Background: an optimization exercise with open tools, aiming at small area. Do not read the settings as production practice.
In this exercise RTL edits were held to simulation tests only and were not proved equivalent to the original.
No activity file was given, so power comes from the tool's default toggle rates. The clock port is modelled as an ideal driver; clocking choices that lean on that would not hold on a real chip.

Design denise_top, start of the top module:
module denise_top
(
  input  logic        clk,
  input  logic        reset,
  input  logic [7:0]  rga,
  input  logic [15:0] db_in,
  output logic [15:0] db_out,
  output logic        db_oen,
  output logic [3:0]  red,
  output logic [3:0]  green,
  output logic [3:0]  blue,
  output logic        sol
);
==> flow/config.mk <==
export PLATFORM = sky130hd
export DESIGN_NAME = denise_top
export DESIGN_NICKNAME = denise_top
export VERILOG_FILES = /design/flow/design.v
export SDC_FILE = /design/flow/constraint.sdc
export NUM_CORES = 4
export LEC_CHECK = 0
export CAP_MARGIN = 0
export CORE_MARGIN = 2
export CORE_UTILIZATION = 35
export CTS_BUF_LIST = sky130_fd_sc_hd__clkbuf_16
export CTS_CLUSTER_DIAMETER = 100
export CTS_CLUSTER_SIZE = 24
export GPL_TIMING_DRIVEN = 0
export PLACE_DENSITY = 0.85
export SLEW_MARGIN = 0
==> flow/constraint.sdc <==
create_clock -name core_clock -period 4.0 [get_ports {clk}]
set_input_delay 0.8000 -clock core_clock [delete_from_list [all_inputs] [get_ports {clk}]]
set_output_delay 0.8000 -clock core_clock [all_outputs]
set_load 0.01 [all_outputs]
standard.sh (not shown) runs the stock make flow with config.mk's settings and CLKGATE_MAP_FILE= SYNTH_SCRIPT=/design/flow/synth_recipe.tcl, a recipe that flattens the netlist after the stock synthesis.
==> flow/flow/run.sh <==
#!/bin/bash
# Own layout flow: the standard flow (standard.sh), with two changes:
#  - synthesis is synth_recipe.tcl unchanged except that Yosys's abc call
#    uses flow/area.abc (an area-oriented mapping script) instead of ORFS's
#    script; flip-flops are mapped before abc, so registers are unchanged;
#  - ports are buffered with sky130_fd_sc_hd__buf_1 instead of the
#    default port buffer cell.
set -euo pipefail
HERE=$(pwd)
cat > "$HERE/own_synth.tcl" <<EOT
proc abc {args} {
  set i [lsearch -exact \$args -script]
  if { \$i >= 0 } { lset args [expr {\$i + 1}] $HERE/flow/area.abc }
  yosys abc {*}\$args
}
source $HERE/synth_recipe.tcl
EOT
sed -e "s|SYNTH_SCRIPT=[^ ]*|SYNTH_SCRIPT=$HERE/own_synth.tcl BUFFER_PORTS_ARGS=\"-buffer_cell sky130_fd_sc_hd__buf_1\" REMOVE_ABC_BUFFERS=1 CTS_ARGS=\"-sink_clustering_enable -repair_clock_nets -sink_clustering_size 30 -sink_clustering_max_diameter 150 -buf_list sky130_fd_sc_hd__clkbuf_16 -root_buf sky130_fd_sc_hd__clkbuf_8 -dont_use_dummy_load\"|" standard.sh > own_standard.sh
bash own_standard.sh > "$HERE/own_flow.log" 2>&1
==> flow/flow/area.abc <==
strash
fraig
dch -f
amap -m
topo
stime -c
The first run produced a clean layout.
Then changed:
--- a/flow/flow/run.sh
+++ b/flow/flow/run.sh
@@ -17,3 +17,3 @@
 EOT
-sed -e "s|SYNTH_SCRIPT=[^ ]*|SYNTH_SCRIPT=$HERE/own_synth.tcl BUFFER_PORTS_ARGS=\"-buffer_cell sky130_fd_sc_hd__buf_1\" REMOVE_ABC_BUFFERS=1 CTS_ARGS=\"-sink_clustering_enable -repair_clock_nets -sink_clustering_size 30 -sink_clustering_max_diameter 150 -buf_list sky130_fd_sc_hd__clkbuf_16 -root_buf sky130_fd_sc_hd__clkbuf_8 -dont_use_dummy_load\"|" standard.sh > own_standard.sh
+sed -e "s|SYNTH_SCRIPT=[^ ]*|SYNTH_SCRIPT=$HERE/own_synth.tcl BUFFER_PORTS_ARGS=\"-buffer_cell sky130_fd_sc_hd__buf_1\" REMOVE_ABC_BUFFERS=1 CTS_ARGS=\"-sink_clustering_enable -repair_clock_nets -sink_clustering_size 30 -sink_clustering_max_diameter 60 -buf_list sky130_fd_sc_hd__clkbuf_16 -dont_use_dummy_load\"|" standard.sh > own_standard.sh
 bash own_standard.sh > "$HERE/own_flow.log" 2>&1
- CTS_CLUSTER_DIAMETER: 100 -> 60
- CTS_CLUSTER_SIZE: 24 -> 30
- PLACE_DENSITY: 0.85 -> default
What happened:
- The new run ran to the end with no violations
- area after synthesis is unchanged
- sequential power hardly moves
- clock-buffer cell count climbs by 14
- global-route usage goes up by 1.6 points
- non-clock buffer count came out higher by 3
- worst setup slack degrades by 0.14 ns
- cell count went up by about 0.6%
- cell area is higher by about 2%

==> static timing again, ports no longer ideal <==
The results above use ideal ports. As a check the final layouts listed here were re-extracted and re-timed, cells and wires unchanged.
Step 1 (the two cells are an assumption about what drives the block):
set clk [get_ports {clk}]
set_driving_cell -lib_cell sky130_fd_sc_hd__clkbuf_16 $clk
set_driving_cell -lib_cell sky130_fd_sc_hd__buf_2 [delete_from_list [all_inputs] $clk]
Step 2 moves the port delays by t, midway between the first and last clock arrival at a register: inputs arrive t later, outputs are due t later. That takes back most of the time a late clock gives input paths.
Three values: ideal ports, drivers, drivers and shift; two values: the first two.
| run | t, ns | setup slack, ns | hold WS [ns] | worst register clock-pin slew, ns |
|---|---|---|---|---|
| the first run | 0.703 | 0.288 / 0.288 / 0.288 | 0.189 / 0.182 / 0.326 | 0.12 / 0.12 |
| the second run | 0.625 | 0.145 / 0.145 / 0.145 | 0.291 / 0.250 / 0.323 | 0.11 / 0.11 |
After both steps setup and hold are still met in every run listed.
